This is an optimization exercise on Yosys and OpenROAD, whose aim is small area, a short achievable clock period and few clock cycles per item, not a production implementation.
Only simulation tests tie the RTL to the original design; equivalence was not proved.

## rgb_to_hsv_pixel_top
module rgb_to_hsv_pixel_top (
  input  logic        clk,
  input  logic        rst,
  input  logic        pix_valid,
  output logic        pix_ready,
  input  logic [15:0] pix_red,
  input  logic [15:0] pix_green,
  input  logic [15:0] pix_blue,
  output logic        hsv_valid,
  input  logic        hsv_ready,
  output logic [18:0] hsv_hue,
  output logic [16:0] hsv_saturation,
  output logic [15:0] hsv_brightness
);
For scale: roughly 7700 cells after synthesis, about 110 I/O pins, about 0.074 sq mm of cells after synthesis.
clock: 12.0 ns
lec_check: 0
cap_margin: 20
core_margin: 2
core_utilization: 60
cts_cluster_diameter: 100
cts_cluster_size: 30
slew_margin: 20
standard.sh (not shown) runs the stock make flow with config.mk's settings and CLKGATE_MAP_FILE= SYNTH_SCRIPT=/design/flow/synth_recipe.tcl, a recipe that flattens the netlist after the stock synthesis.
==> flow/flow/run.sh <==
#!/bin/bash
# Standard synthesis and layout; the layout's timing repair aims for extra setup slack.
set -euo pipefail
bash standard.sh synth > synth.log 2>&1
bash standard.sh SETUP_SLACK_MARGIN=8.4 finish > layout.log 2>&1
Testbench counts at the start, summed over its fixed seeds: cycles 12,088, items 12,000.
Rerun with:
CTS_CLUSTER_DIAMETER = 70   (was 100)
CTS_CLUSTER_SIZE = 25   (was 30)
PLACE_DENSITY = 0.75   (was default)
What happened: Cell count is higher slightly. Design area increases by a few percent. Setup slack improves by 0.0043 ns. Global-route usage went up by 0.19 points. Die area stays the same. Sequential share of layout area went down by 0.76 points.
Rerun with:
==> flow/flow/run.sh (replaced) <==
#!/bin/bash
# Standard synthesis and layout; the layout's timing repair aims for extra setup slack,
# and clock tree synthesis clusters the register sinks in a single level.
set -euo pipefail
bash standard.sh synth > synth.log 2>&1
bash standard.sh SETUP_SLACK_MARGIN=8.4 \
  "CTS_ARGS=-sink_clustering_enable -repair_clock_nets -sink_clustering_size 25 -sink_clustering_max_diameter 70 -sink_clustering_levels 1" \
  finish > layout.log 2>&1
PLACE_DENSITY = default   (was 0.75)
The new run finished with timing, DRC and antenna clean.
Final area decreases by 0.99%.
Fmax increases by 0.72%.
Register-to-register slack is about the same.
Wire length increases by 0.38%.
Global-route usage is about the same.
Rerun with:
==> flow/flow/run.sh (replaced) <==
#!/bin/bash
# Standard synthesis and layout; the layout's timing repair aims for extra setup slack.
set -euo pipefail
bash standard.sh synth > synth.log 2>&1
bash standard.sh SETUP_SLACK_MARGIN=8.4 finish > layout.log 2>&1
CORE_UTILIZATION = 72   (was 60)
CTS_CLUSTER_DIAMETER = 100   (was 70)
CTS_CLUSTER_SIZE = 30   (was 25)
PLACE_DENSITY = 0.82   (was default)
- sequential cell count stays the same
- worst hold slack hardly moves
- via count grows by 5.3%
- final area shrinks by 1.1%
- final cell count shrinks by 2.6%
- die area shrinks by 16%
- global-route usage grows by 6.1 points
Rerun with:
CORE_UTILIZATION = 68   (was 72)
CTS_CLUSTER_DIAMETER = 70   (was 100)
CTS_CLUSTER_SIZE = 25   (was 30)
PLACE_DENSITY = 0.72   (was 0.82)
After rerunning:
- hold slack loses 0.0075 ns
- register-to-register slack gains 0.10 ns
- critical path depth does not change
- worst setup slack gains 0.11 ns
- final area grows by 0.65%
- die area grows by 5.8%


## v6
Starting RTL as in the previous note.
==> flow/config.mk <==
export PLATFORM = sky130hd
export DESIGN_NAME = rgb_to_hsv_pixel_top
export DESIGN_NICKNAME = rgb_to_hsv_pixel_top
export VERILOG_FILES = /design/flow/design.v
export SDC_FILE = /design/flow/constraint.sdc
export NUM_CORES = 4
export LEC_CHECK = 0
export CAP_MARGIN = 20
export CORE_MARGIN = 2
export CORE_UTILIZATION = 60
export CTS_CLUSTER_DIAMETER = 70
export CTS_CLUSTER_SIZE = 25
export SLEW_MARGIN = 20
==> flow/constraint.sdc <==
create_clock -name core_clock -period 12.0 [get_ports {clk}]
set_input_delay 2.4000 -clock core_clock [delete_from_list [all_inputs] [get_ports {clk}]]
set_output_delay 2.4000 -clock core_clock [all_outputs]
set_load 0.01 [all_outputs]
==> flow/flow/run.sh <==
#!/bin/bash
# Standard synthesis and layout; the layout's timing repair aims for extra setup slack.
set -euo pipefail
bash standard.sh synth > synth.log 2>&1
bash standard.sh SETUP_SLACK_MARGIN=8.25 finish > layout.log 2>&1
Testbench counts of v6, summed over its fixed seeds: cycles 12,088, items 12,000.
What v7 does differently from v6 at the input level:
==> flow/flow/run.sh <==
#!/bin/bash
# Standard synthesis and layout; the layout's timing repair aims for extra setup slack.
set -euo pipefail
bash standard.sh synth > synth.log 2>&1
bash standard.sh SETUP_SLACK_MARGIN=8.55 finish > layout.log 2>&1
### Flow results
Against v6, count of clock-buffer cells in the layout in v7 rose slightly. From v6 to v7 the numbers moved as follows: fill cell instance count of the final layout decreased by 530 relative to the old numbers; global routing met1 resource utilization increased by 0.16 points relative to the old numbers; critical path depth decreased by 7 relative to the old numbers; sequential share of layout area decreased by 1.5 points relative to the old numbers; design area increased by 0.0046 mm^2 relative to the old numbers. Going from v6 to v7, number of cells traversed by the worst register-to-register path grows by 4. v7 vs. v6: buffer and inverter count on the worst path went down 1; layout overhead on the synthesized area went up 6.2 points.

==> static timing again, ports no longer ideal <==
How much do the figures lean on ideal ports? The routed layouts below were timed once more, with nothing changed but the port constraints. Step 1 assumes that a clkbuf_16 drives the clock port and a buf_2 every other input. Step 2, shift: input delay + t, output delay - t, t = (earliest + latest rising clock arrival at the registers) / 2. This alone moves slack from input paths to output paths. a / b / c = no drivers / after step 1 / after step 2; a / b = the first two.
run | t (ns) | slack for setup (ns) | latest minus earliest clock arrival (ns)
the first run of note 1 | 0.756 | 8.374 / 8.328 / 7.734 | 0.033 / 0.033
the second run of note 1 | 0.783 | 8.378 / 8.300 / 7.650 | 0.056 / 0.056
the third run of note 1 | 0.774 | 8.404 / 8.318 / 7.729 | 0.040 / 0.041
the fourth run of note 1 | 0.776 | 8.265 / 8.298 / 7.547 | 0.047 / 0.047
the fifth run of note 1 | 0.748 | 8.379 / 8.348 / 7.663 | 0.035 / 0.034
v6 | 0.773 | 8.252 / 8.220 / 7.531 | 0.036 / 0.036
v7 | 0.774 | 8.355 / 8.282 / 7.839 | 0.041 / 0.041
After both steps setup and hold are still met in every run listed. The setup slack of the second run of note 1, which loses most, moves by -0.078 ns with the drivers and by -0.728 ns with both steps.
